What follows belongs to an exercise in optimizing a design on an open flow for small area, a short achievable clock period and few clock cycles per item; a production flow would make more cautious choices.
Function was checked by simulation only, so behaviour that the tests miss may differ from the original.
The clock port is modelled as an ideal driver; clocking choices that lean on that would not hold on a real chip.
Power is estimated from default activity; no workload was simulated.

== run A ==
// occupancy_grid_rect_fill
module occupancy_grid_rect_fill
(
  input  logic              clk,
  input  logic              rst_n,
  input  logic              cfg_we,
  input  logic [ogrf_pkg::CFG_IW-1:0] cfg_index,
  input  logic [ogrf_pkg::SIZE_W-1:0] cfg_wdata,
  input  logic              in_tvalid,
  output logic              in_tready,
  input  logic [23:0]       in_tdata,    
  input  logic [1:0]        in_tuser,    
  output logic              out_tvalid,
  input  logic              out_tready,
  output logic [7:0]        out_tdata    
);
For scale: about 14000 cells after synthesis, roughly 4400 flip-flops, about 50 I/O pins, roughly 0.16 mm² of cells after synthesis.
Settings: LEC_CHECK=0, CAP_MARGIN=30, CORE_MARGIN=2, CORE_UTILIZATION=40, SETUP_SLACK_MARGIN=5, SLEW_MARGIN=50; clock period 8.0 ns.
standard.sh (not shown) runs the stock make flow with config.mk's settings and CLKGATE_MAP_FILE= SYNTH_SCRIPT=/design/flow/synth_recipe.tcl, a recipe that flattens the netlist after the stock synthesis.
==> flow/flow/run.sh <==
#!/bin/bash
# Own layout flow: the standard ORFS flow (standard.sh, standard synthesis
# included), with one change: clock tree synthesis adds no dummy loads. The
# clock tree is still balanced over every register. make's full output goes
# to flow_make.log in the work folder; ORFS keeps its per-step logs under
# orfs/logs.
set -euo pipefail
export CTS_ARGS="-sink_clustering_enable -repair_clock_nets -sink_clustering_size 25 -sink_clustering_max_diameter 70 -dont_use_dummy_load"
bash standard.sh > flow_make.log 2>&1
Run A: done, clean on timing, DRC and antenna
Testbench counts of run A, summed over its fixed seeds: cycles 3,246, requests 3,200.
Input-level comparison between run B and run A:
Settings: CAP_MARGIN: 30 -> 20; SLEW_MARGIN: 50 -> 20.
==> flow/flow/run.sh <==
#!/bin/bash
# Own layout flow: the standard ORFS flow (standard.sh, standard synthesis
# included), with two changes: clock tree synthesis adds no dummy loads (the
# tree is still balanced over every register), and the resize, clock tree and
# global route steps estimate signal wires on met1/met2 30% more pessimistically
# (flow/rc_scale.tcl) before their repairs. make's full output goes to
# flow_make.log in the work folder; ORFS keeps its per-step logs under orfs/logs.
set -euo pipefail
export CTS_ARGS="-sink_clustering_enable -repair_clock_nets -sink_clustering_size 25 -sink_clustering_max_diameter 70 -dont_use_dummy_load"
RC="$(pwd)/flow/rc_scale.tcl"
export PRE_RESIZE_TCL="$RC" PRE_CTS_TCL="$RC" PRE_GLOBAL_ROUTE_TCL="$RC"
bash standard.sh > flow_make.log 2>&1
==> flow/flow/rc_scale.tcl (new file) <==
set rc_k 1.3
set_layer_rc -layer met1 -capacitance [expr {1.72375E-04 * $rc_k}] -resistance [expr {8.929e-04 * $rc_k}]
set_layer_rc -layer met2 -capacitance [expr {1.36233E-04 * $rc_k}] -resistance [expr {8.929e-04 * $rc_k}]
set_wire_rc -signal -layer met1
## What came out
On share of total power in combinational logic, run B and run A are neck and neck. Run B gives less area after detailed placement than run A did. The estimated power of run B ends up higher than the estimate for run A. Run B packs its core tighter than run A. Taking run A as the reference, in run B actual slew at the worst max-slew pin +280 ps, number of antenna cells inserted went up 120%, wire length went up.
Setup changes, run B to run C
==> flow/flow/run.sh <==
#!/bin/bash
# Own layout flow: the standard ORFS flow (standard.sh, standard synthesis
# included), with one change: clock tree synthesis adds no dummy loads. The
# clock tree is still balanced over every register. make's full output goes
# to flow_make.log in the work folder; ORFS keeps its per-step logs under
# orfs/logs.
set -euo pipefail
export CTS_ARGS="-sink_clustering_enable -repair_clock_nets -sink_clustering_size 25 -sink_clustering_max_diameter 70 -dont_use_dummy_load"
bash standard.sh > flow_make.log 2>&1
removed: flow/flow/rc_scale.tcl
Notes after the runs:
Run C ended up with a higher critical path depth than run B did. Looking at sum of internal, switching and leakage power across both flows, run C is the stronger of the two, with run B trailing. Fraction of power consumed by sequential logic up 0.4 points in run C wrt run B.

Setup of red:
occupancy_grid_rect_fill, a different RTL version from the one above (not shown whole).
For scale: ~4,400 flip-flops, ~50 I/O pins, about 160,000 µm² of cells after synthesis.
export LEC_CHECK = 0
export CAP_MARGIN = 20
export CORE_MARGIN = 2
export CORE_UTILIZATION = 40
export SETUP_SLACK_MARGIN = 4.9
export SLEW_MARGIN = 20
create_clock -name core_clock -period 8.0 [get_ports {clk}]
==> flow/flow/run.sh <==
#!/bin/bash
# Own layout flow: the standard ORFS flow (standard.sh, standard synthesis
# included), with two changes: clock tree synthesis adds no dummy loads (the
# tree is still balanced over every register), and the resize, clock tree and
# global route steps estimate signal wires on met1/met2 30% more pessimistically
# (flow/rc_scale.tcl) before their repairs. make's full output goes to
# flow_make.log in the work folder; ORFS keeps its per-step logs under orfs/logs.
set -euo pipefail
export CTS_ARGS="-sink_clustering_enable -repair_clock_nets -sink_clustering_size 28 -sink_clustering_max_diameter 74 -dont_use_dummy_load"
RC="$(pwd)/flow/rc_scale.tcl"
export PRE_RESIZE_TCL="$RC" PRE_CTS_TCL="$RC" PRE_GLOBAL_ROUTE_TCL="$RC"
bash standard.sh > flow_make.log 2>&1
==> flow/flow/rc_scale.tcl <==
set rc_k 1.3
set_layer_rc -layer met1 -capacitance [expr {1.72375E-04 * $rc_k}] -resistance [expr {8.929e-04 * $rc_k}]
set_layer_rc -layer met2 -capacitance [expr {1.36233E-04 * $rc_k}] -resistance [expr {8.929e-04 * $rc_k}]
set_wire_rc -signal -layer met1
Testbench counts of red, summed over its fixed seeds: cycles 3,246, requests 3,200.
## Diff of input files: blue against red
- SETUP_SLACK_MARGIN: 4.9 -> 5
[summary]
blue finished every stage and its layout cleared the timing, DRC and antenna checks. Compared with red, blue shows minimum hold slack lower by 0.021 ns. The slowest cell on the critical path comes out sky130_fd_sc_hd__dfxtp_2 in one run and sky130_fd_sc_hd__dfxtp_4 in the other, namely in red and blue respectively. On proportion of power drawn by combinational gates, blue and red are basically level. ~same area taken by multi-input logic gates in blue and red. The power on blue is in line with that on red. blue and red ended up with roughly the same worst endpoint data arrival time. blue vs. red: non-clock buffer count in the final layout comparable; maximum frequency comparable; count of buffers added by post-CTS timing repair for setup now larger; area share of and/or/nand/nor cells after synthesis comparable.
What green does differently from blue at the input level:
- a change of CORE_UTILIZATION from 40 to 50
Results
- On final design area excluding fillers, blue tracks green almost exactly.
- blue → green: placement-stage cell area now sits lower, placement-stage worst setup slack now sits higher.
- In terms of final count of pins violating max slew, green and blue differ only marginally.
- [green] flow finished | final checks: failed | reasons: antenna rules
- Wire: green routes more than blue
- Total setup buffers inserted after CTS of green exceeds that of blue by more than half.
- blue -> green: sequential share of layout area flat
- Comparing green against blue, there is no change at all in flip-flop and latch area.
Changes in orange relative to green:
- CORE_UTILIZATION changed from 50 to 40
==> flow/flow/run.sh <==
#!/bin/bash
# Own layout flow: the standard ORFS flow (standard.sh, standard synthesis
# included), with two changes: clock tree synthesis adds no dummy loads (the
# tree is still balanced over every register), and the resize, clock tree and
# global route steps estimate signal wires on met1/met2 15% more pessimistically
# (flow/rc_scale.tcl) before their repairs. make's full output goes to
# flow_make.log in the work folder; ORFS keeps its per-step logs under orfs/logs.
set -euo pipefail
export CTS_ARGS="-sink_clustering_enable -repair_clock_nets -sink_clustering_size 25 -sink_clustering_max_diameter 70 -dont_use_dummy_load"
RC="$(pwd)/flow/rc_scale.tcl"
export PRE_RESIZE_TCL="$RC" PRE_CTS_TCL="$RC" PRE_GLOBAL_ROUTE_TCL="$RC"
bash standard.sh > flow_make.log 2>&1
==> flow/flow/rc_scale.tcl <==
set rc_k 1.15
set_layer_rc -layer met1 -capacitance [expr {1.72375E-04 * $rc_k}] -resistance [expr {8.929e-04 * $rc_k}]
set_layer_rc -layer met2 -capacitance [expr {1.36233E-04 * $rc_k}] -resistance [expr {8.929e-04 * $rc_k}]
set_wire_rc -signal -layer met1
Max layout buffering overhead excluding clock cells across green and orange: green
Taking orange over green, the cell count ratio works out to 1.06.
orange vs green: post-route worst hold slack up in orange
According to the power report, total power for orange is higher than for green.
Final critical delay including setup and external delays (orange over green): increase, 0.028 ns
orange closes out successfully: all stages finished, all timing, DRC and antenna checks passed.
Between orange and green, the I/O pin count does not differ in any meaningful way.
orange — portion of the layout cell area used by clock cells 0.17 points higher, green as reference
Compared green against orange; fraction of area in multi-input gates within noise.
orange and green ended up with roughly the same cell area.

==> static timing again, ports no longer ideal <==
The flow's constraints put no driver on any port. The routed layouts listed below were extracted and timed again, unchanged, in two steps.
Step 1, drivers: a clkbuf_16 drives clk and a buf_2 each remaining input, both assumed.
Step 2 also shifts input and output timing later by t, the mid clock arrival at the registers, as if the neighbouring blocks saw the same clock.
a / b / c = ideal / step 1 / step 2; a / b = the first two.
run | t (ns) | slack for setup (ns) | clock arrival spread, ns | slew at the worst register clock pin (ns) | worst data-port slew with drivers (ns)
run A | 1.088 | 4.824 / 4.798 / 3.994 | 0.166 / 0.166 | 0.11 / 0.11 | 0.11
run B | 1.077 | 4.942 / 4.813 / 4.044 | 0.207 / 0.208 | 0.11 / 0.11 | 0.10
run C | 1.065 | 4.809 / 4.809 / 4.022 | 0.172 / 0.173 | 0.11 / 0.11 | 0.13
red | 1.094 | 4.947 / 4.821 / 4.040 | 0.131 / 0.131 | 0.12 / 0.12 | 0.04
blue | 1.060 | 4.951 / 4.837 / 4.210 | 0.133 / 0.133 | 0.12 / 0.12 | 0.04
green | 1.075 | 4.951 / 4.844 / 4.142 | 0.117 / 0.117 | 0.12 / 0.12 | 0.08
orange | 1.071 | 4.924 / 4.841 / 4.131 | 0.110 / 0.111 | 0.11 / 0.11 | 0.03
For red, which loses most, drivers alone change the setup slack by -0.126 ns; drivers and shift together by -0.907 ns.
